Background: an optimization exercise with open tools, aiming at a short achievable clock period and few clock cycles. Do not read the settings as production practice. Power and IR drop assume default switching activity.

==> run Z: inputs <==
==> flow/design.v (excerpt) <==
module riscvCore (
    input  logic            clk,
    input  logic            reset,
    input  logic            stall,
    input  logic [31:0]     icacheDout,
    input  logic [31:0]     dcacheDout,
    output logic [31:0]     icacheAddr,
    output logic            icacheRe,
    output logic [31:0]     dcacheAddr,
    output logic [3:0]      dcacheWe,
    output logic            dcacheRe,
    output logic [31:0]     dcacheDin
);
    localparam logic [31:0] resetVector = 32'h0000_1000;
    localparam logic [6:0] opReg = 7'b0110011;
    localparam logic [6:0] opImm = 7'b0010011;
    localparam logic [6:0] opLui = 7'b0110111;
    localparam logic [6:0] opLoad = 7'b0000011;
    localparam logic [6:0] opStore = 7'b0100011;
    localparam logic [6:0] opBranch = 7'b1100011;
    logic [31:0] pcF;
    logic [31:0] pcF2;
    logic        vF2;
    logic        hitF2;
    logic        holdV;
    logic [31:0] holdI;
    logic        vD;
    logic [31:0] instrD;
    logic [31:0] pcD;
    logic        hitD;
    logic        vE;
    logic        isLoadE;
    logic        isStoreE;
    logic        isBrE;
    logic        brNeE;
    logic        brEqE;
    logic        writesE;
    logic [4:0]  rdE;
    logic [31:0] opAE;
    logic [31:0] opBE;
    logic [31:0] opCE;
    logic [31:0] shAE;
    logic [4:0]  shamtE;
    logic        ldCE;
    logic        doSubE;
    logic        selSumE;
    logic        selSltE;
    logic        selSltuE;
    logic        selXorE;
    logic        selOrE;
    logic        selAndE;
    logic        selSllE;
    logic        selSrE;
    logic        arithE;
    logic        predE;
    logic        off4E;
    logic [31:0] redirE;
    logic        writesM;
    logic        isLoadM;
    logic [4:0]  rdM;
    logic [31:0] resM;
    logic [31:0] addrM;
    logic [31:0] dinM;
    logic        weM;
    logic        reM;
    logic        writesW;
    logic        isLoadW;
    logic [4:0]  rdW;
    logic [31:0] resW;
    localparam int btbN = 8;
    logic [btbN-1:0] btbV;
  ...
==> flow/config.mk <==
export PLATFORM = sky130hd
export DESIGN_NAME = riscvCore
export DESIGN_NICKNAME = riscvCore
export VERILOG_FILES = /design/flow/design.v
export SDC_FILE = /design/flow/constraint.sdc
export NUM_CORES = 4
export LEC_CHECK = 0
export ABC_CLOCK_PERIOD_IN_PS = 2500
export CAP_MARGIN = 20
export CORE_MARGIN = 2
export CORE_UTILIZATION = 40
export SETUP_SLACK_MARGIN = 5
export SLEW_MARGIN = 20
==> flow/constraint.sdc <==
create_clock -name core_clock -period 9.0 [get_ports {clk}]
set_input_delay 1.8000 -clock core_clock [delete_from_list [all_inputs] [get_ports {clk}]]
set_output_delay 1.8000 -clock core_clock [all_outputs]
set_load 0.01 [all_outputs]
standard.sh (not shown) runs the stock make flow with config.mk's settings and CLKGATE_MAP_FILE= SYNTH_SCRIPT=/design/flow/synth_recipe.tcl, a recipe that flattens the netlist after the stock synthesis.
==> flow/flow/run.sh <==
#!/bin/bash
set -euo pipefail
bash standard.sh SETUP_SLACK_MARGIN=6 finish > make.log 2>&1
==> inputs of run H, as changes to run Z <==
--- a/flow/design.v
+++ b/flow/design.v
@@ -53,47 +53,54 @@
 `timescale 1ns/100ps
 module executeStage (
     input  logic [31:0] a,
     input  logic [31:0] b,
     input  logic [31:0] shA,        
     input  logic [4:0]  shamt,
-    input  logic        doSub,      
-    input  logic        selSum,     
+    input  logic        selAdd,     
+    input  logic        selSub,
     input  logic        selSlt,
     input  logic        selSltu,
     input  logic        selXor,
     input  logic        selOr,
     input  logic        selAnd,
     input  logic        selSll,
     input  logic        selSr,      
     input  logic        arith,      
     output logic [31:0] sum,
     output logic [31:0] result,
     output logic        eq
 );
-    logic [31:0] bx;
+    logic [31:0] diff;
     logic lt;
     logic ltu;
     logic [31:0] sll;
     logic [31:0] sr;
     logic signed [32:0] srIn;
-    assign bx = doSub ? ~b : b;
     ksAdd #(.W(32)) adder_i (
         .a(a),
-        .b(bx),
-        .cin(doSub),
+        .b(b),
+        .cin(1'b0),
         .sum(sum),
         .cout()
     );
-    assign lt = (a[31] ^ b[31]) ? a[31] : sum[31];
-    assign ltu = (a[31] ^ b[31]) ? b[31] : sum[31];
+    ksAdd #(.W(32)) subtractor_i (
+        .a(a),
+        .b(~b),
+        .cin(1'b1),
+        .sum(diff),
+        .cout()
+    );
+    assign lt = (a[31] ^ b[31]) ? a[31] : diff[31];
+    assign ltu = (a[31] ^ b[31]) ? b[31] : diff[31];
     assign sll = shA << shamt;
     assign srIn = {arith & shA[31], shA};
     assign sr = 32'(srIn >>> shamt);
     assign eq = (a == b);
-    assign result = ({32{selSum}} & sum) |
+    assign result = ({32{selAdd}} & sum) |
+                    ({32{selSub}} & diff) |
                     ({32{selXor}} & (a ^ b)) |
                     ({32{selOr}} & (a | b)) |
                     ({32{selAnd}} & (a & b)) |
                     ({32{selSll}} & sll) |
                     ({32{selSr}} & sr) |
                     {31'd0, (selSlt & lt) | (selSltu & ltu)};
@@ -178,18 +185,22 @@
     localparam logic [6:0] opStore = 7'b0100011;
     localparam logic [6:0] opBranch = 7'b1100011;
     logic [31:0] pcF;
     logic [31:0] pcF2;
     logic        vF2;
     logic        hitF2;
+    logic        takF2;
+    logic [2:0]  idxF2;
     logic        holdV;
     logic [31:0] holdI;
     logic        vD;
     logic [31:0] instrD;
     logic [31:0] pcD;
     logic        hitD;
+    logic        takD;
+    logic [2:0]  idxD;
     logic        vE;
     logic        isLoadE;
     logic        isStoreE;
     logic        isBrE;
     logic        brNeE;
     logic        brEqE;
@@ -198,23 +209,25 @@
     logic [31:0] opAE;
     logic [31:0] opBE;
     logic [31:0] opCE;
     logic [31:0] shAE;
     logic [4:0]  shamtE;
     logic        ldCE;
-    logic        doSubE;
-    logic        selSumE;
+    logic        selAddE;
+    logic        selSubE;
     logic        selSltE;
     logic        selSltuE;
     logic        selXorE;
     logic        selOrE;
     logic        selAndE;
     logic        selSllE;
     logic        selSrE;
     logic        arithE;
     logic        predE;
+    logic        hitE;
+    logic [2:0]  idxE;
     logic        off4E;
     logic [31:0] redirE;
     logic        writesM;
     logic        isLoadM;
     logic [4:0]  rdM;
     logic [31:0] resM;
@@ -231,20 +244,29 @@
     logic [29:0] btbTag [btbN];
     logic [29:0] btbTgt [btbN];
     logic [2:0]  btbPtr;
     logic        btbWr;
     logic [29:0] btbWrTag;
     logic [29:0] btbWrTgt;
+    logic [3:0]  btbCnt [btbN];
+    logic [3:0]  btbTrip [btbN];
+    logic [btbN-1:0] btbTripV;
     logic        hitF1;
+    logic        takF1;
+    logic [2:0]  idxF1;
     logic [29:0] hitTgtF1;
     always_comb begin
         hitF1 = 1'b0;
+        takF1 = 1'b0;
+        idxF1 = '0;
         hitTgtF1 = '0;
         for (int i = 0; i < btbN; i++) begin
             if (btbV[i] && (btbTag[i] == pcF[31:2])) begin
                 hitF1 = 1'b1;
+                takF1 = takF1 | !(btbTripV[i] && (btbCnt[i] == btbTrip[i]));
+                idxF1 = idxF1 | 3'(i);
                 hitTgtF1 = hitTgtF1 | btbTgt[i];
             end
         end
     end
     assign icacheAddr = pcF;
     assign icacheRe = 1'b1;
@@ -286,19 +308,26 @@
     assign isShiftD = (isRegD || isImmD) && (f3D[1:0] == 2'b01);
     assign immID = {{20{instrD[31]}}, instrD[31:20]};
     assign immSD = {{20{instrD[31]}}, instrD[31:25], instrD[11:7]};
     assign immUD = {instrD[31:12], 12'b0};
     assign immBD = {{19{instrD[31]}}, instrD[31], instrD[7], instrD[30:25], instrD[11:8], 1'b0};
     logic        predD;
+    logic        predF2;
     logic [31:0] takenPcD;
     logic [31:0] seqPcD;
     logic [29:0] pcDInc;
+    fetchDecode fetchDecodeF2_i (
+        .instr(instrF2),
+        .pc(pcF2),
+        .predTaken(predF2),
+        .target()
+    );
     fetchDecode fetchDecode_i (
         .instr(instrD),
         .pc(pcD),
-        .predTaken(predD),
+        .predTaken(),
         .target(takenPcD)
     );
     incDec #(.W(30)) pcDInc_i (.a(pcD[31:2]), .y(pcDInc));
     assign seqPcD = {pcDInc, pcD[1:0]};
     logic [31:0] rfA;
     logic [31:0] rfB;
@@ -330,17 +359,45 @@
     assign bInM = writesM && (rdM == rs2D);
     assign bInW = writesW && (rdW == rs2D);
     logic [31:0] valA;
     logic [31:0] valB;
     assign valA = aInM ? resM : (aInW ? wrData : rfA);
     assign valB = bInM ? resM : (bInW ? wrData : rfB);
+    logic hazReg;
     logic hazD;
-    assign hazD = vD && (
-        (useAD && ((aInE && isLoadE) || (!aInE && aInM && isLoadM))) ||
-        (useBD && ((bInE && isLoadE) || (!bInE && bInM && isLoadM))) ||
-        (isStoreD && bInE && isLoadE));
+    assign hazD = vD && hazReg;
+    logic [31:0] nxI;
+    logic [4:0]  nxRs1;
+    logic [4:0]  nxRs2;
+    logic        nxUseA;
+    logic        nxUseB;
+    logic        nxStore;
+    logic        nxEWr;
+    logic        nxELd;
+    logic        nxMWr;
+    logic        nxMLd;
+    logic        nxAE, nxAM, nxBE, nxBM;
+    logic        hazNext;
+    assign nxI = hazD ? instrD : instrF2;
+    assign nxRs1 = nxI[19:15];
+    assign nxRs2 = nxI[24:20];
+    assign nxUseA = (nxI[6:0] == opReg) || (nxI[6:0] == opImm) || (nxI[6:0] == opLoad) ||
+                    (nxI[6:0] == opStore) || (nxI[6:0] == opBranch);
+    assign nxUseB = (nxI[6:0] == opReg) || (nxI[6:0] == opBranch);
+    assign nxStore = (nxI[6:0] == opStore);
+    assign nxEWr = !hazD && vD && writesD;
+    assign nxELd = nxEWr && isLoadD;
+    assign nxMWr = vE && writesE;
+    assign nxMLd = nxMWr && isLoadE;
+    assign nxAE = nxEWr && (rdD == nxRs1);
+    assign nxAM = nxMWr && (rdE == nxRs1);
+    assign nxBE = nxEWr && (rdD == nxRs2);
+    assign nxBM = nxMWr && (rdE == nxRs2);
+    assign hazNext = (nxUseA && ((nxAE && nxELd) || (!nxAE && nxAM && nxMLd))) ||
+                     (nxUseB && ((nxBE && nxELd) || (!nxBE && nxBM && nxMLd))) ||
+                     (nxStore && nxBE && nxELd);
     logic [31:0] aX;
     logic [31:0] bX;
     logic [31:0] cX;
     logic [31:0] sumX;
     logic [31:0] resX;
     logic        eqX;
@@ -351,14 +408,14 @@
     assign cX = ldCE ? dcacheDout : opCE;
     executeStage executeStage_i (
         .a(aX),
         .b(bX),
         .shA(shAE),
         .shamt(shamtE),
-        .doSub(doSubE),
-        .selSum(selSumE),
+        .selAdd(selAddE),
+        .selSub(selSubE),
         .selSlt(selSltE),
         .selSltu(selSltuE),
         .selXor(selXorE),
         .selOr(selOrE),
         .selAnd(selAndE),
         .selSll(selSllE),
@@ -371,18 +428,20 @@
     assign takenX = (brEqE && eqX) || (brNeE && !eqX);
     assign mispX = vE && isBrE && (takenX != predE) && !off4E;
     logic dGo;
     logic dRedir;
     logic [31:0] dTgt;
     assign dGo = vD && !hazD;
-    assign dRedir = dGo && (predD != hitD);
-    assign dTgt = predD ? takenPcD : seqPcD;
+    logic fpD;
+    assign fpD = (hitD && predD) ? takD : predD;
+    assign dRedir = dGo && (fpD != (hitD && takD));
+    assign dTgt = fpD ? takenPcD : seqPcD;
     logic [31:0] pcSeq;
     logic [29:0] pcFInc;
     incDec #(.W(30)) pcFInc_i (.a(pcF[31:2]), .y(pcFInc));
-    assign pcSeq = hitF1 ? {hitTgtF1, 2'b00} : {pcFInc, pcF[1:0]};
+    assign pcSeq = takF1 ? {hitTgtF1, 2'b00} : {pcFInc, pcF[1:0]};
     always_ff @(posedge clk) begin
         if (reset) begin
             pcF <= resetVector;
         end else if (!stall) begin
             if (mispX) begin
                 pcF <= redirE;
@@ -408,13 +467,13 @@
             writesW <= 1'b0;
         end else if (!stall) begin
             if (btbWr) begin
                 btbV[btbPtr] <= 1'b1;
                 btbPtr <= btbPtr + 3'd1;
             end
-            btbWr <= !mispX && dRedir && predD;
+            btbWr <= !mispX && dRedir && predD && !hitD;
             if (mispX || dRedir) begin
                 vF2 <= 1'b0;
                 holdV <= 1'b0;
                 vD <= 1'b0;
             end else if (hazD) begin
                 holdV <= 1'b1;
@@ -429,26 +488,45 @@
             reM <= vE && isLoadE;
             writesW <= writesM;
         end
     end
     always_ff @(posedge clk) begin
         if (!stall) begin
+            if (vE && isBrE && hitE) begin
+                if (takenX) begin
+                    if (btbCnt[idxE] != 4'hF) begin
+                        btbCnt[idxE] <= btbCnt[idxE] + 4'd1;
+                    end
+                end else begin
+                    btbTrip[idxE] <= btbCnt[idxE];
+                    btbTripV[idxE] <= 1'b1;
+                    btbCnt[idxE] <= 4'd0;
+                end
+            end
             if (btbWr) begin
                 btbTag[btbPtr] <= btbWrTag;
                 btbTgt[btbPtr] <= btbWrTgt;
+                btbCnt[btbPtr] <= 4'd1;
+                btbTripV[btbPtr] <= 1'b0;
             end
             btbWrTag <= pcD[31:2];
             btbWrTgt <= takenPcD[31:2];
             holdI <= instrF2;
             if (!hazD) begin
                 pcF2 <= pcF;
                 hitF2 <= hitF1;
+                takF2 <= takF1;
+                idxF2 <= idxF1;
                 instrD <= instrF2;
                 pcD <= pcF2;
                 hitD <= hitF2;
+                predD <= predF2;
+                takD <= takF2;
+                idxD <= idxF2;
             end
+            hazReg <= hazNext;
             isLoadE <= isLoadD;
             isStoreE <= isStoreD;
             isBrE <= isBrD;
             brEqE <= (f3D == 3'b000);
             brNeE <= (f3D == 3'b001);
             writesE <= writesD;
@@ -466,26 +544,27 @@
                       isImmD ? rs2D :
                       ((rs2D != 5'd0) && bInE) ? resX[4:0] :
                       (rs2D == 5'd0) ? 5'd0 : valB[4:0];
             opCE <= ((rs2D != 5'd0) && bInE) ? resX :
                     (rs2D == 5'd0) ? 32'd0 : valB;
             ldCE <= (rs2D != 5'd0) && !bInE && bInM && isLoadM;
-            doSubE <= (isRegD && (f3D == 3'b000) && instrD[30]) ||
-                      ((isRegD || isImmD) && (f3D == 3'b010 || f3D == 3'b011));
-            selSumE <= !(isRegD || isImmD) || (f3D == 3'b000);
+            selSubE <= isRegD && (f3D == 3'b000) && instrD[30];
+            selAddE <= !(isRegD || isImmD) || ((f3D == 3'b000) && !(isRegD && instrD[30]));
             selSltE <= (isRegD || isImmD) && (f3D == 3'b010);
             selSltuE <= (isRegD || isImmD) && (f3D == 3'b011);
             selXorE <= (isRegD || isImmD) && (f3D == 3'b100);
             selOrE <= (isRegD || isImmD) && (f3D == 3'b110);
             selAndE <= (isRegD || isImmD) && (f3D == 3'b111);
             selSllE <= (isRegD || isImmD) && (f3D == 3'b001);
             selSrE <= (isRegD || isImmD) && (f3D == 3'b101);
             arithE <= instrD[30];
-            predE <= predD;
+            predE <= fpD;
+            hitE <= hitD && predD;
+            idxE <= idxD;
             off4E <= (immBD == 32'd4);
-            redirE <= predD ? seqPcD : takenPcD;
+            redirE <= fpD ? seqPcD : takenPcD;
             isLoadM <= isLoadE;
             rdM <= rdE;
             resM <= resX;
             addrM <= sumX;
             dinM <= cX;
             isLoadW <= isLoadM;
==> flow/flow/run.sh (replaced) <==
#!/bin/bash
set -euo pipefail
bash standard.sh ADDER_MAP_FILE= SETUP_SLACK_MARGIN=6.2 finish > make.log 2>&1
==> impl_metrics.yaml <==
outcome:
  status: "timing/DRC/antenna clean"
yosys:
  synth-seq-cells: 2142
clock_tree:
  cts_buffers: 223
  cts_resized: 1927
grt:
  grt_max_degree: 173
  grt_pass1_wl_mm: 540
final_layout:
  n_all_inverters: 129
  multiInputGateArea_um2: 44400
  multi_input_area_share_pct: 32.6
  nets: 8133
  seq_share_pct: 46.7
sta:
  slew_headroom_pct: 24.2
the above is filed under run H

==> impl_metrics.yaml <==
yosys:
  synth-seq-cells: 2053
grt:
  grt_max_degree: 86
clock_tree:
  cts_resized: 1725
  cts_buffers: 209
  cts.sinks: 2053
placement:
  dpl_worst_slack_ns: 3.96
  place_inst: 9438
sta:
  slew_headroom_pct: 18.0
final_layout:
  n_all_inverters: 173
  multi_input_area_share_pct: 32.2
  seq_share_pct: 48.8
  nets: 7301
detailed_routing:
  met2_length_mm: 162
power:
  netSwitchingFraction_pct: 26.2
outcome:
  status: "timing/DRC/antenna clean"
the above is filed under run Z

No functional check of the RTL was part of any run of this note.

==> re-timing with driven ports <==
The results above use ideal ports. As a check the final layouts listed here were re-extracted and re-timed, cells and wires unchanged. Step 1, drivers: a clkbuf_16 drives clk and a buf_2 each remaining input, both assumed. Step 2, shift: input delay + t, output delay - t, t = (earliest + latest rising clock arrival at the registers) / 2. This alone moves slack from input paths to output paths. a / b / c = no drivers / after step 1 / after step 2; a / b = the first two.
run	shift t [ns]	setup WS [ns]	worst setup path at the end
run Z	0.942	5.278 / 5.278 / 4.571	input to register
run H	0.986	5.322 / 5.322 / 4.463	input to register
After both steps every run listed still meets setup and hold. The setup slack of run H, which loses most, moves by 0.000 ns with the drivers and by -0.859 ns with both steps.
